What follows belongs to an exercise in optimizing a design on an open flow for small area, a short achievable clock period and few clock cycles per item; a production flow would make more cautious choices. No functional check of the RTL was part of any run shown here.

==> flow/design.v (outline; a module is shown in full before it is edited, if it fits) <==
// module trilinear_interp_axis: 4247 lines
module trilinear_interp_axis (
    input  logic         clk,
    input  logic         rstn,
    input  logic         in_valid,
    output logic         in_ready,
    input  logic [7:0]   frac_r,
    input  logic [7:0]   frac_g,
    input  logic [7:0]   frac_b,
    input  logic         mode,
    input  logic [7:0]   in_user,
    input  logic [191:0] pt_nbr,
    output logic         out_valid,
    input  logic         out_ready,
    output logic [23:0]  out_pt,
    output logic [7:0]   out_user
);
  // ...
==> flow/run.sh <==
#!/bin/bash
# synth_recipe.tcl (not shown) runs the flow's synth.tcl, then flattens the netlist and writes it again
# the make line also repeats each setting of config.mk as NAME=value (left out here)
make -C /OpenROAD-flow-scripts/flow DESIGN_CONFIG=/design/flow/config.mk WORK_HOME=/design/flow/orfs CLKGATE_MAP_FILE= SYNTH_SCRIPT=/design/flow/synth_recipe.tcl finish
==> flow/config.mk <==
export PLATFORM = sky130hd
export DESIGN_NAME = trilinear_interp_axis
export DESIGN_NICKNAME = trilinear_interp_axis
export VERILOG_FILES = /design/flow/design.v
export SDC_FILE = /design/flow/constraint.sdc
export NUM_CORES = 4
export LEC_CHECK = 0
export ABC_CLOCK_PERIOD_IN_PS = 3400
export CAP_MARGIN = 20
export CORE_MARGIN = 2
export CORE_UTILIZATION = 40
export SETUP_SLACK_MARGIN = 2.6
export SLEW_MARGIN = 20
==> flow/constraint.sdc <==
create_clock -name core_clock -period 6.0 [get_ports {clk}]
set_input_delay 1.2000 -clock core_clock [delete_from_list [all_inputs] [get_ports {clk}]]
set_output_delay 1.2000 -clock core_clock [all_outputs]
set_load 0.01 [all_outputs]
==> run_results.csv, run 1 <==
group,metric,value,unit
timing,setup_viol_count_final,0,
routing,detail_route.iter0.violations,3313,
global_route,grt_antenna_before_repair,37,
timing,fin_worst_skew,0.0780,ns
critical_path,path_max_fanout,3,
timing,finalHoldViolations,0,
finish,num-multi-input-gates,4495,
place,total_of_buffers_placed_on_input_and_output_ports,262,
die,die_y,482,µm
place,gpl.final_weighted_congestion,0.822,
finish,num-nonclk-inverters,925,
critical_path,critical_path_class,"reg -> out",
routing,met2_routed_length,110000,µm
clock_tree,post_cts_resized,227,
clock_tree,cts.reportedPaths.clkPinSlew,0.06,ns
yosys,synthXorXnorAreaFrac,0.0147,
global_route,met1_usage,0.285,
critical_path,crit_path_end,"out_user[3]",
finish,multi_input_gate_share_of_total_cell_area,0.512,
critical_path,cp_slowest_cell,"sky130_fd_sc_hd__dfrtp_4",
critical_path,cpPeakStageDelay,0.52,ns
timing,fin_crit,3.86,ns
yosys,yosys_warning_count,1,
yosys,synth.avg_cell_area,12.4,µm²
yosys,leading_cell_type_by_number_of_instances_after_synthesis,"sky130_fd_sc_hd__dfxtp_1",
routing,ant_nets,0,
worst_hold_path,whs_endpoint,"st2_q[1]",
status,result_of_the_run,"timing/DRC/antenna clean",
finish,final_layout_size_suffix_gt1_frac,0.243,
==> inputs of run 2 (changes only) <==
--- a/flow/design.v
+++ b/flow/design.v
@@ -15,18 +15,21 @@
     output logic [7:0]   out_user
 );
     logic [529:0] st1_d, st1_q;
     logic [145:0] st2_d, st2_q;
     logic [319:0] st3_d, st3_q;
     logic [76:0] st4_d, st4_q;
     logic [163:0] st5_d, st5_q;
     logic [4:0] v_q;
-    logic [3:0] cnt, wp, rp;
-    logic [31:0] mem [8];
+    logic [2:0] cnt;
+    logic [2:0] wp, rp;
+    logic [3:0] mcnt;
+    logic [31:0] mem [6];
+    logic [31:0] hd_q;
     wire [8:0] sel_r = {mode & frac_r[7], mode ? {8{frac_r[7]}} : frac_r};
     wire [8:0] sel_g0 = {mode & frac_g[7], mode ? {8{frac_g[7]}} : frac_g};
     wire [8:0] sel_b0 = {mode & frac_b[7], mode ? {8{frac_b[7]}} : frac_b};
     wire r0_m1 = sel_r[0] ? pt_nbr[24] : pt_nbr[0];
     wire r0_m2 = sel_r[0] ? pt_nbr[25] : pt_nbr[1];
     wire r0_m3 = sel_r[0] ? pt_nbr[26] : pt_nbr[2];
     wire r0_m4 = sel_r[0] ? pt_nbr[27] : pt_nbr[3];
     wire r0_m5 = sel_r[0] ? pt_nbr[28] : pt_nbr[4];
@@ -4213,35 +4216,47 @@
     wire b2_s4179 = st5_q[159] ^ st5_q[160] ^ st5_q[161];
     wire b2_c4180 = (st5_q[159] & st5_q[160]) | (st5_q[159] & st5_q[161]) | (st5_q[160] & st5_q[161]);
     wire b2_s4181 = st5_q[162] ^ st5_q[163];
     wire b2_c4182 = st5_q[162] & st5_q[163];
     wire [17:0] b0_sum4183 = {b0_c4118, b0_s4117, b0_s4115, b0_s4113, b0_s4111, b0_s4109, b0_s4107, b0_s4105, b0_s4103, b0_s4101, b0_s4099, b0_s4097, b0_s4095, b0_s4093, b0_s4091, b0_s4089, b0_s4087, st5_q[17]} + {1'b0, b0_c4116, b0_c4114, b0_c4112, b0_c4110, b0_c4108, b0_c4106, b0_c4104, b0_c4102, b0_c4100, b0_c4098, b0_c4096, b0_c4094, b0_c4092, b0_c4090, b0_c4088, st5_q[21], st5_q[18]};
     wire [17:0] b1_sum4184 = {b1_c4150, b1_s4149, b1_s4147, b1_s4145, b1_s4143, b1_s4141, b1_s4139, b1_s4137, b1_s4135, b1_s4133, b1_s4131, b1_s4129, b1_s4127, b1_s4125, b1_s4123, b1_s4121, b1_s4119, st5_q[66]} + {1'b0, b1_c4148, b1_c4146, b1_c4144, b1_c4142, b1_c4140, b1_c4138, b1_c4136, b1_c4134, b1_c4132, b1_c4130, b1_c4128, b1_c4126, b1_c4124, b1_c4122, b1_c4120, st5_q[70], st5_q[67]};
     wire [17:0] b2_sum4185 = {b2_c4182, b2_s4181, b2_s4179, b2_s4177, b2_s4175, b2_s4173, b2_s4171, b2_s4169, b2_s4167, b2_s4165, b2_s4163, b2_s4161, b2_s4159, b2_s4157, b2_s4155, b2_s4153, b2_s4151, st5_q[115]} + {1'b0, b2_c4180, b2_c4178, b2_c4176, b2_c4174, b2_c4172, b2_c4170, b2_c4168, b2_c4166, b2_c4164, b2_c4162, b2_c4160, b2_c4158, b2_c4156, b2_c4154, b2_c4152, st5_q[119], st5_q[116]};
     wire [31:0] res = {st5_q[7], st5_q[6], st5_q[5], st5_q[4], st5_q[3], st5_q[2], st5_q[1], st5_q[0], b2_sum4185[17], b2_sum4185[16], b2_sum4185[15], b2_sum4185[14], b2_sum4185[13], b2_sum4185[12], b2_sum4185[11], b2_sum4185[10], b1_sum4184[17], b1_sum4184[16], b1_sum4184[15], b1_sum4184[14], b1_sum4184[13], b1_sum4184[12], b1_sum4184[11], b1_sum4184[10], b0_sum4183[17], b0_sum4183[16], b0_sum4183[15], b0_sum4183[14], b0_sum4183[13], b0_sum4183[12], b0_sum4183[11], b0_sum4183[10]};
-    wire acc = in_valid && in_ready;
-    wire del = out_valid && out_ready;
-    assign in_ready = !cnt[3];
-    assign out_valid = wp != rp;
-    assign {out_user, out_pt} = mem[rp[2:0]];
+    logic        hv_q;
+    wire arr  = v_q[4];
+    wire acc  = in_valid && in_ready;
+    wire del  = hv_q && out_ready;
+    wire pop  = !hv_q || out_ready;           
+    wire memne = mcnt != '0;
+    wire hld  = pop && (memne || arr);        
+    wire mrd  = pop && memne;                 
+    wire mwr  = arr && !(pop && !memne);      
+    assign in_ready  = cnt < 3'd7;
+    assign out_valid = hv_q;
+    assign {out_user, out_pt} = hd_q;
     always_ff @(posedge clk or negedge rstn) begin
         if (!rstn) begin
-            v_q <= '0;
-            cnt <= '0;
-            wp  <= '0;
-            rp  <= '0;
+            v_q  <= '0;
+            cnt  <= '0;
+            wp   <= '0;
+            rp   <= '0;
+            mcnt <= '0;
+            hv_q <= 1'b0;
         end else begin
             v_q <= {v_q[3:0], acc};
-            cnt <= cnt + 4'(acc) - 4'(del);
-            if (v_q[4]) wp <= wp + 1'b1;
-            if (del) rp <= rp + 1'b1;
+            cnt  <= cnt + 3'(acc) - 3'(del);
+            mcnt <= mcnt + 4'(mwr) - 4'(mrd);
+            if (mwr) wp <= ((wp == 3'd5) ? 3'd0 : wp + 3'd1);
+            if (mrd) rp <= ((rp == 3'd5) ? 3'd0 : rp + 3'd1);
+            if (pop) hv_q <= memne || arr;
         end
     end
     always_ff @(posedge clk) begin
         st1_q <= st1_d;
         st2_q <= st2_d;
         st3_q <= st3_d;
         st4_q <= st4_d;
         st5_q <= st5_d;
-        if (v_q[4]) mem[wp[2:0]] <= res;
+        if (mwr) mem[wp] <= res;
+        if (hld) hd_q <= memne ? mem[rp] : res;
     end
 endmodule
==> run 2 against run 1 <==
Net effect:
- global-route usage decreased by 0.26 points
- flip-flop and latch count decreased by 30
- non-clock buffer count decreased by 21
- critical path depth increased by 3
- still clean on timing, DRC and antenna
- sequential share of layout area increased by 0.12 points
- worst setup slack improved by 0.40 ns
- die area decreased by 2.6%
- area after synthesis decreased by 2.6%
- via count decreased by 2.7%
- first-iteration DRC count decreased by 7.4%
==> run_results.csv, run 2 <==
group,metric,value,unit
timing,setup_viol_count_final,0,
routing,route.detailed.vias_per_inst,5.14,
critical_path,cp_data_required_time,6.68,ns
die,die_y,476,µm
finish,layout_common_cells,"sky130_fd_sc_hd__dfxtp_1, sky130_fd_sc_hd__mux2_2, sky130_fd_sc_hd__fa_1",
place,total_of_buffers_placed_on_input_and_output_ports,262,
place,hpwlAfterDp,153000,µm
yosys,postSynthRegisterBits,1462,
yosys,dominantRegCellSynth,"sky130_fd_sc_hd__dfxtp_1",
clock_tree,cts_inserted_buffers,165,
timing,finalHoldViolations,0,
routing,finalWirelength,234000,µm
run,max_cap_viol_count,0,
global_route,grt_first_pass_wirelength,352000,µm
worst_hold_path,hold-path-cell-count,0,
yosys,yosysTopAreaCell,"sky130_fd_sc_hd__dfxtp_1",
timing,fin_crit,3.45,ns
yosys,synth.net_count,8867,
finish,largest_register,"st1_q",
die,floorplan.initialDensity,0.401,
clock_tree,cts.reportedPaths.clkPinSlew,0.06,ns
critical_path,startpoint_type,"primary input",
timing,hold_slack,0.308,ns
timing,worst_slew_pin_slew,1.05,ns
yosys,synth-edff-count,224,
clock_tree,cts-htree-levels,4,
critical_path,crit_path_cell_trace,"clkdlybuf4s50_1 > a21oi_4 > buf_6 > buf_4 > buf_4 > bufbuf_16 > mux2_2 > fa_1 > fa_1",
routing,ant_nets,0,
yosys,netlist_area,89000,µm²
clock_tree,ctsLongestPathBuffers,3,
routing,via_count,53500,
critical_path,worst_r2r_startpoint,"st4_q[8]",
critical_path,rr_endpoint,"st5_q[141]",
critical_path,cpPeakStageDelay,0.58,ns
yosys,synth.lib_cells_used.distinct,77,
timing,worst_slew_margin_rel,0.298,
clock_tree,clk_sink_count,1462,
status,result_of_the_run,"timing/DRC/antenna clean",
die,design.die.area,226000,µm²
worst_hold_path,whs_endpoint,"st3_q[2]",
yosys,leading_cell_type_by_number_of_instances_after_synthesis,"sky130_fd_sc_hd__dfxtp_1",
yosys,netlist_top_cells_area,"sky130_fd_sc_hd__dfxtp_1, sky130_fd_sc_hd__fa_1, sky130_fd_sc_hd__mux2_2",
die,rows,173,
timing,setup_repair_after_global_routing_missed_its_margin,"yes",
yosys,synth.top_cell.area_share,0.274,
die,die-width,476,µm
critical_path,path_max_fanout,28,
die,ioPinCount,263,
die,coreArea,222000,µm²
routing,avgRoutedWirePerCell,22.5,µm
finish,layout_commonest_cell,"sky130_fd_sc_hd__dfxtp_1",
clock_tree,hold_buffer_count_at_cts,0,
timing,final_min_period_over_clock_period,0.575,
worst_hold_path,timing.hold.worst.class,"reg -> reg",
finish,final_layout_size_suffix_gt1_frac,0.241,
yosys,synth-seq-area-share,0.355,
yosys,synthCells,7080,
finish,nets,9084,
routing,detail_route.iter0.violations,3067,
worst_hold_path,hold_path_startpoint,"st2_q[2]",
clock_tree,tritoncts_clock_tree,"done",
critical_path,rrSetupSlack,2.71,ns
critical_path,cp_slowest_cell,"sky130_fd_sc_hd__fa_1",
global_route,maximum_number_of_pins_on_one_net_before_global_route_repair,68,
timing,max_freq,290,MHz
critical_path,critical_path_class,"in -> reg",
global_route,grt_use_total,0.202,
yosys,synth_top_cells_by_count,"sky130_fd_sc_hd__dfxtp_1, sky130_fd_sc_hd__mux2_2, sky130_fd_sc_hd__fa_1",
finish,number_of_flip_flops_in_the_largest_register,530,
routing,iteration_count_of_the_initial_detailed_routing_pass,6,
routing,drcViolationCount,0,
critical_path,crit_arrival,4.14,ns
finish,area_delta_synth_final,15.1,%
global_route,via_count_of_the_first_global_routing_pass,57700,
yosys,ys_async_sr_fraction,0.0130,
critical_path,reg2regPathDepth,7,
global_route,grt_antenna_before_repair,8,
timing,sum_neg_setup_slack,0,ns
yosys,synth.avg_cell_area,12.6,µm²
place,gpl.final_weighted_congestion,0.814,
global_route,global_route.overflow_total,0,
yosys,yosys_warning_count,1,
critical_path,critical_path.endpoint_type,"register",
timing,fin_worst_skew,0.0528,ns
clock_tree,clk-insertion-delay-late,0.85,ns
clock_tree,root_buffer,"sky130_fd_sc_hd__clkbuf_16",
timing,report.final.slew_viol_count,0,
## run 2: layout make-up
cell class                      instances  area [µm²]
Tap cell                             2975        3720
Multi-Input combinational cell       4480       53200
Clock inverter                         82        1360
Antenna cell                            2        5.00
Sequential cell                      1462       31600
Clock buffer                          217        4540
Timing Repair Buffer                  446        5080
Fill cell                           19900      119000
Inverter                              742        2790
## run 2: stage by stage
step                      cell area, µm²  worst slack [ns]  std cells  utilization
after detailed placement           94600             0.688       9987        0.427
after global routing              102000              2.56      10400        0.462
after global placement             94600             0.733       9987        0.427
after CTS                         101000              2.59      10300        0.457
after floorplan                    89400              1.93       7080            -
final                             102000              2.55      10400        0.462
## run 2: how the worst max path moves through the flow
stage,end,slack [ns],start
after CTS,st1_q[508],2.59,frac_r[4]
after detailed placement,st1_q[88],0.69,mode
after global routing,st1_q[166],2.56,frac_r[3]
after floorplan,st1_q[256],1.93,frac_r[7]
final,st1_q[166],2.55,frac_r[3]
after global placement,st1_q[46],0.73,mode
## run 2: critical path, delay by kind of cell
family	cells	cell delay, ns
buffers and inverters	5	1.29
adders and majority gates	2	0.99
muxes	1	0.39
AOI/OAI and AO/OA	1	0.24
## run 2: logic make-up (layout without fill, tap and decap cells)
family                     after synthesis  after routing  share of synthesized area
AOI/OAI and AO/OA                      508            508                     0.0374
xor gates and xnor gates               160            160                     0.0157
adders and majority gates             1558           1558                      0.304
buffers and inverters                 1139           1487                     0.0501
DFF                                   1462           1462                      0.355
muxes                                 1665           1665                      0.209
other                                    0              2                          0
and+or+nand+nor                        588            589                     0.0284
## run 2: layer usage
layer | vias to the layer above | global-route usage | part of all wire
li1 | 24200 | - | -
met4 | 4 | 0.0653 | 0.031
met1 | 27400 | 0.284 | 0.46
met5 | - | 0 | 0.000098
met2 | 1482 | 0.320 | 0.45
met3 | 393 | 0.0325 | 0.054
## run 2: what timing repair did
item	in CTS	in global routing
pin swaps	8	9
setup endpoints to repair	290	100
cloned	18	15
resized for setup	26	30
setup buffers	19	66
==> inputs of run 3 (changes only) <==
--- a/flow/config.mk
+++ b/flow/config.mk
@@ -7,3 +7,3 @@
 export LEC_CHECK = 0
-export ABC_CLOCK_PERIOD_IN_PS = 3400
+export ABC_CLOCK_PERIOD_IN_PS = 3200
 export CAP_MARGIN = 20
@@ -11,3 +11,3 @@
 export CORE_UTILIZATION = 40
-export SETUP_SLACK_MARGIN = 2.6
+export SETUP_SLACK_MARGIN = 2.8
 export SLEW_MARGIN = 20
==> run 3 against run 2 <==
Net effect:
- die area stayed put
- first-iteration DRC count is 3.0% lower
- worst setup slack better by 0.12 ns
- critical path depth is 3 higher
==> run_results.csv, run 3 <==
group,metric,value,unit
place,total_of_buffers_placed_on_input_and_output_ports,262,
yosys,leading_cell_type_by_number_of_instances_after_synthesis,"sky130_fd_sc_hd__dfxtp_1",
yosys,yosys_warning_count,1,
global_route,use_met2,0.321,
yosys,synthCells,7080,
timing,max_freq,300,MHz
clock_tree,clk_sink_count,1462,
status,result_of_the_run,"timing/DRC/antenna clean",
run,max_cap_viol_count,0,
yosys,synth.lib_cells_used.distinct,77,
global_route,via_count_of_the_first_global_routing_pass,58000,
die,floorplan.initialDensity,0.401,
global_route,grt_antenna_before_repair,10,
critical_path,critical_path_class,"in -> reg",
finish,largest_register,"st1_q",
global_route,maximum_number_of_pins_on_one_net_before_global_route_repair,98,
finish,number_of_flip_flops_in_the_largest_register,530,
yosys,postSynthRegisterBits,1462,
clock_tree,root_buffer,"sky130_fd_sc_hd__clkbuf_16",
clock_tree,clk-insertion-delay-late,0.81,ns
clock_tree,cts_inserted_buffers,165,
place,gpl.final_weighted_congestion,0.825,
clock_tree,ctsLongestPathBuffers,3,
finish,layout_commonest_cell,"sky130_fd_sc_hd__dfxtp_1",
routing,detail_route.iter0.violations,2976,
routing,via_count,53400,
yosys,synth.net_count,8867,
timing,setup_viol_count_final,0,
routing,finalWirelength,232000,µm
place,post_dp_cell_area,94600,µm²
die,design.die.area,226000,µm²
finish,layout_common_cells,"sky130_fd_sc_hd__dfxtp_1, sky130_fd_sc_hd__mux2_2, sky130_fd_sc_hd__fa_1",
timing,final_min_period_over_clock_period,0.556,
die,rows,173,
clock_tree,cts.reportedPaths.clkPinSlew,0.06,ns
routing,drcViolationCount,0,
worst_hold_path,timing.hold.worst.class,"reg -> reg",
yosys,synth_top_cells_by_count,"sky130_fd_sc_hd__dfxtp_1, sky130_fd_sc_hd__mux2_2, sky130_fd_sc_hd__fa_1",
die,die_y,476,µm
finish,fillCellCount,19700,
yosys,dominantRegCellSynth,"sky130_fd_sc_hd__dfxtp_1",
global_route,grt_peak_use_layer,"met2",
yosys,ys_async_sr_fraction,0.0130,
routing,ant_nets,0,
clock_tree,cts-htree-levels,4,
yosys,synth.avg_cell_area,12.6,µm²
routing,route.detailed.vias_per_inst,5.11,
timing,worst_slew_margin_rel,0.276,
global_route,grt_first_pass_wirelength,353000,µm
timing,setup_repair_after_global_routing_missed_its_margin,"yes",
yosys,synth.top_cell.area_share,0.274,
critical_path,cp_data_required_time,6.74,ns
timing,fin_worst_skew,0.0623,ns
critical_path,path_max_fanout,7,
critical_path,crit_arrival,4.08,ns
yosys,yosysTopAreaCell,"sky130_fd_sc_hd__dfxtp_1",
timing,report.final.slew_viol_count,0,
timing,sum_neg_setup_slack,0,ns
die,ioPinCount,263,
global_route,met1_usage,0.283,
yosys,synth-seq-area-share,0.355,
finish,final_area,104000,µm²
routing,iteration_count_of_the_initial_detailed_routing_pass,5,
place,hpwlAfterDp,150000,µm
die,coreArea,222000,µm²
clock_tree,tritoncts_clock_tree,"done",
timing,worst_slew_pin_slew,1.08,ns
clock_tree,hold_buffer_count_at_cts,0,
finish,nets,9135,
timing,postLayoutSetupSlackWorst,2.66,ns
yosys,synth-edff-count,224,
critical_path,critical_path.endpoint_type,"register",
global_route,grt_use_total,0.203,
global_route,grt.met3_usage,0.0362,
critical_path,startpoint_type,"primary input",
timing,finalHoldViolations,0,
yosys,netlist_top_cells_area,"sky130_fd_sc_hd__dfxtp_1, sky130_fd_sc_hd__fa_1, sky130_fd_sc_hd__mux2_2",
timing,hold_slack,0.321,ns
yosys,netlist_area,89000,µm²
finish,area_delta_synth_final,16.7,%
routing,avgRoutedWirePerCell,22.1,µm
finish,final_layout_size_suffix_gt1_frac,0.258,
place,post-place-ws,0.709,ns
die,die-width,476,µm
global_route,global_route.overflow_total,0,
timing,fin_crit,3.34,ns
run 3: layer usage:
metal,vias up,part of all wire
met4,4,0.034
li1,24300,-
met5,-,0.00011
met1,27200,0.46
met2,1522,0.45
met3,386,0.056
run 3: worst paths after layout:
path | startpoint | to | slack [ns] | cells past startpoint
min | st3_q[1] | st4_q[1] | 0.32 | 0
min reg2reg | st3_q[1] | st4_q[1] | 0.32 | 0
max | mode | st1_q[46] | 2.66 | 12
max in group asynchronous | rstn | rp[0] | 4.48 | 1
min in group asynchronous | rstn | cnt[1] | 0.89 | 1
max reg2reg | st1_q[79] | st2_q[45] | 2.91 | 12
run 3: cell families after synthesis:
kind of cell    count (synthesis)  synth area share
mux                          1665             0.209
fa+ha+maj                    1558             0.304
flops                        1462             0.355
buf+inv                      1139            0.0501
simple gates                  588            0.0284
compound gates                508            0.0374
xor+xnor                      160            0.0157
run 3: area by class of cell:
| class | count | area (µm²) | share of cell area |
|---|---|---|---|
| multi-input combinational | 4481 | 53900 | 0.519 |
| antenna | 7 | 17.5 | 0.000169 |
| inverter | 742 | 2800 | 0.0270 |
| tap | 2975 | 3720 | 0.0358 |
| clock buffer | 212 | 4540 | 0.0437 |
| sequential | 1462 | 31600 | 0.305 |
| clock inverter | 86 | 1270 | 0.0123 |
| timing repair buffer | 496 | 5950 | 0.0573 |
run 3: stage by stage:
step,instances,util
final,10500,0.469
after global routing,10500,0.469
after CTS,10400,0.462
after detailed placement,9981,0.427
after global placement,9981,0.427
after floorplan,7080,-
run 3: what timing repair did:
item,4_1_cts,5_1_grt
cloned,33,9
pin swaps,17,62
setup buffers,65,68
endpoints found under the setup margin,401,216
gates resized for setup,96,181
run 3: critical path, stage by stage:
cell and delay (ns):
sky130_fd_sc_hd__buf_12 0.12, sky130_fd_sc_hd__and2_4 0.20, sky130_fd_sc_hd__a21oi_4 0.19, sky130_fd_sc_hd__buf_12 0.14, sky130_fd_sc_hd__buf_16 0.11, sky130_fd_sc_hd__buf_16 0.14
sky130_fd_sc_hd__mux2_4 0.31, sky130_fd_sc_hd__fa_1 0.54, sky130_fd_sc_hd__inv_1 0.05, sky130_fd_sc_hd__fa_1 0.52, sky130_fd_sc_hd__inv_2 0.04, sky130_fd_sc_hd__fa_2 0.51
==> inputs of run 4 (changes only) <==
--- a/flow/config.mk
+++ b/flow/config.mk
@@ -10,3 +10,4 @@
 export CORE_MARGIN = 2
-export CORE_UTILIZATION = 40
+export CORE_UTILIZATION = 55
+export PLACE_DENSITY = 0.68
 export SETUP_SLACK_MARGIN = 2.8
==> run 4 against run 3 <==
Net effect:
- maximum frequency is 5.9% lower
- register-to-register slack worse by 0.05 ns
- utilization is 18 points higher
- synthesized cell count stayed put
- flip-flop and latch count stayed put
- sequential share of layout area is 0.062 points lower
- final cell count is 7.2% lower
- worst setup slack worse by 0.21 ns
- worst hold slack worse by 0.0024 ns
==> run_results.csv, run 4 <==
group,metric,value,unit
critical_path,startpoint_type,"primary input",
critical_path,cp_common_cell,"sky130_fd_sc_hd__buf_12",
routing,route.detailed.vias_per_inst,5.59,
finish,area_delta_synth_final,17.0,%
timing,fin_crit,3.55,ns
clock_tree,cts.reportedPaths.clkPinSlew,0.06,ns
clock_tree,cts-htree-levels,4,
critical_path,rrSetupSlack,2.86,ns
critical_path,cp_slowest_cell,"sky130_fd_sc_hd__fa_1",
yosys,yosys_warning_count,1,
routing,ant_nets,0,
finish,final_layout_size_suffix_gt1_frac,0.284,
yosys,ys_async_sr_fraction,0.0130,
timing,setup_repair_after_global_routing_missed_its_margin,"yes",
yosys,synth_top_cells_by_count,"sky130_fd_sc_hd__dfxtp_1, sky130_fd_sc_hd__mux2_2, sky130_fd_sc_hd__fa_1",
timing,finalHoldViolations,0,
timing,postLayoutSetupSlackWorst,2.45,ns
die,ioPinCount,263,
yosys,synth.avg_cell_area,12.6,µm²
timing,worst_slew_pin_slew,1.05,ns
place,post-place-ws,0.740,ns
yosys,synth-edff-count,224,
finish,number_of_flip_flops_in_the_largest_register,530,
critical_path,cp_data_required_time,6.75,ns
finish,fillCellCount,11900,
yosys,synth.net_count,8867,
routing,detail_route.iter0.violations,3159,
yosys,synth.top_cell.area_share,0.274,
critical_path,worstPathBufferInverterCount,7,
critical_path,crit_family,"adder cells",
worst_hold_path,hold_path_startpoint,"st1_q[14]",
yosys,leading_cell_type_by_number_of_instances_after_synthesis,"sky130_fd_sc_hd__dfxtp_1",
worst_hold_path,timing.hold.worst.class,"reg -> reg",
die,die-width,406,µm
routing,finalWirelength,225000,µm
yosys,netlist_top_cells_area,"sky130_fd_sc_hd__dfxtp_1, sky130_fd_sc_hd__fa_1, sky130_fd_sc_hd__mux2_2",
critical_path,worst_r2r_startpoint,"st2_q[11]",
clock_tree,cts_inserted_buffers,159,
routing,drcViolationCount,0,
yosys,netlist_area,89000,µm²
finish,layout_commonest_cell,"sky130_fd_sc_hd__dfxtp_1",
worst_hold_path,hold-path-cell-count,0,
clock_tree,clk-insertion-delay-late,0.83,ns
global_route,global_route.overflow_total,0,
yosys,synthCells,7080,
worst_hold_path,whs_endpoint,"st2_q[14]",
finish,largest_register,"st1_q",
clock_tree,tritoncts_clock_tree,"done",
clock_tree,root_buffer,"sky130_fd_sc_hd__clkbuf_16",
critical_path,rr_endpoint,"st3_q[98]",
critical_path,critical_path.endpoint_type,"register",
die,floorplan.initialDensity,0.554,
global_route,grt_use_total,0.275,
yosys,postSynthRegisterBits,1462,
status,result_of_the_run,"timing/DRC/antenna clean",
die,rows,147,
yosys,synth-seq-area-share,0.355,
finish,post_layout_util,0.649,
timing,fin_worst_skew,0.0564,ns
timing,final_min_period_over_clock_period,0.591,
critical_path,crit_path_cell_trace,"buf_12 > and2_4 > buf_12 > a21oi_4 > buf_6 > buf_6 > buf_12 > mux2_4 > fa_1 > inv_1 > fa_1 > inv_2 > fa_2",
global_route,grt_first_pass_wirelength,349000,µm
timing,report.final.slew_viol_count,0,
place,total_of_buffers_placed_on_input_and_output_ports,262,
die,die_y,406,µm
critical_path,crit_arrival,4.29,ns
die,coreArea,161000,µm²
timing,setup_viol_count_final,0,
yosys,synth.lib_cells_used.distinct,77,
finish,layout_common_cells,"sky130_fd_sc_hd__dfxtp_1, sky130_fd_sc_hd__mux2_2, sky130_fd_sc_hd__fa_1",
timing,sum_neg_setup_slack,0,ns
critical_path,path_max_fanout,7,
global_route,via_count_of_the_first_global_routing_pass,59100,
global_route,grt_antenna_before_repair,4,
critical_path,reg2regPathDepth,7,
clock_tree,clk_sink_count,1462,
routing,iteration_count_of_the_initial_detailed_routing_pass,5,
global_route,maximum_number_of_pins_on_one_net_before_global_route_repair,63,
critical_path,cpPeakStageDelay,0.56,ns
critical_path,critical_path_class,"in -> reg",
timing,max_freq,282,MHz
place,hpwlAfterDp,146000,µm
yosys,yosysTopAreaCell,"sky130_fd_sc_hd__dfxtp_1",
place,gpl.final_weighted_congestion,0.834,
clock_tree,ctsLongestPathBuffers,3,
routing,via_count,54300,
routing,avgRoutedWirePerCell,23.2,µm
timing,worst_slew_margin_rel,0.293,
run,max_cap_viol_count,0,
die,design.die.area,165000,µm²
yosys,dominantRegCellSynth,"sky130_fd_sc_hd__dfxtp_1",
finish,nets,9207,
[run 4: worst register-to-register path, cell delays in order, from the launching register on]
cell and delay, ns:
sky130_fd_sc_hd__dfxtp_4 0.61, sky130_fd_sc_hd__buf_4 0.39, sky130_fd_sc_hd__mux2_2 0.40, sky130_fd_sc_hd__fa_1 0.54
sky130_fd_sc_hd__inv_1 0.05, sky130_fd_sc_hd__fa_1 0.50, sky130_fd_sc_hd__inv_1 0.07, sky130_fd_sc_hd__fa_1 0.44
[run 4: area by class of cell]
cell class / count / area [µm²] / area share
Clock inverter: 83 / 1290 / 0.0124
Inverter: 742 / 2790 / 0.0268
Tap cell: 2160 / 2700 / 0.0260
Sequential cell: 1462 / 31600 / 0.304
Clock buffer: 206 / 4360 / 0.0419
Timing Repair Buffer: 575 / 6860 / 0.0659
Antenna cell: 2 / 5.00 / 0.0000481
Multi-Input combinational cell: 4480 / 54500 / 0.523
[run 4: how the worst max path moves through the flow]
stage / cells after the start / start / end / slack (ns)
after floorplan: 13 / frac_r[7] / st1_q[256] / 1.93
after global placement: 10 / mode / st1_q[466] / 0.79
after detailed placement: 10 / mode / st1_q[421] / 0.74
after CTS: 13 / frac_r[7] / st1_q[127] / 2.62
after global routing: 13 / mode / st1_q[382] / 2.47
final: 13 / mode / st1_q[382] / 2.45
[run 4: what timing repair did]
| action | CTS | global route |
|---|---|---|
| gates resized for setup | 315 | 238 |
| setup buffers | 125 | 65 |
| endpoints found under the setup margin | 455 | 231 |
| gates cloned | 31 | 3 |
| hold buffers | 0 | 0 |
| pin swaps | 59 | 85 |
[run 4: layer usage]
| metal | up-vias | track usage | routed length [µm] |
|---|---|---|---|
| met5 | - | 0 | 20 |
| met4 | 4 | 0.102 | 8410 |
| met3 | 432 | 0.0479 | 14100 |
| met2 | 1682 | 0.432 | 102000 |
| met1 | 27700 | 0.383 | 100000 |
| li1 | 24500 | - | - |
[run 4: logic make-up after synthesis]
family	synth area share
AND/OR/NAND/NOR	0.0284
AO/OA/AOI/OAI	0.0374
multiplexers	0.209
XOR/XNOR	0.0157
flip-flops	0.355
buffers and inverters	0.0501
adder cells (fa/ha/maj)	0.304
[run 4: per-stage QoR]
step / cells / cell area (µm²) / hold slack (ns)
6_report: 9710 / 104000 / 0.319
5_1_grt: 9709 / 104000 / 0.327
4_1_cts: 9640 / 103000 / 0.323
3_5_place_dp: 9195 / 93800 / 0.312
3_3_place_gp: 9195 / 93800 / 0.310
2_1_floorplan: 7080 / 89400 / 0.310

[separate check: timing with driven ports]
The flow's constraints put no driver on any port. The routed layouts listed below were extracted and timed again, unchanged, in two steps.
Step 1: set_driving_cell puts a clkbuf_16 on clk and a buf_2 on each other input, an assumption about the parent block.
Step 2 moves the port delays by t, midway between the first and last clock arrival at a register: inputs arrive t later, outputs are due t later. That takes back most of the time a late clock gives input paths.
a / b / c = no drivers / after step 1 / after step 2; a / b = the first two.
run	t, ns	setup WS [ns]	worst setup path at the end	worst data-port slew with drivers (ns)
run 1	0.917	2.144 / 2.057 / 1.606	input to register	0.21
run 2	0.903	2.547 / 2.604 / 1.701	input to register	0.15
run 3	0.887	2.664 / 2.717 / 1.829	input to register	0.10
run 4	0.895	2.455 / 2.392 / 1.497	input to register	0.29
After both steps setup and hold are still met in every run listed. For run 4, which loses most, drivers alone change the setup slack by -0.063 ns; drivers and shift together by -0.958 ns.
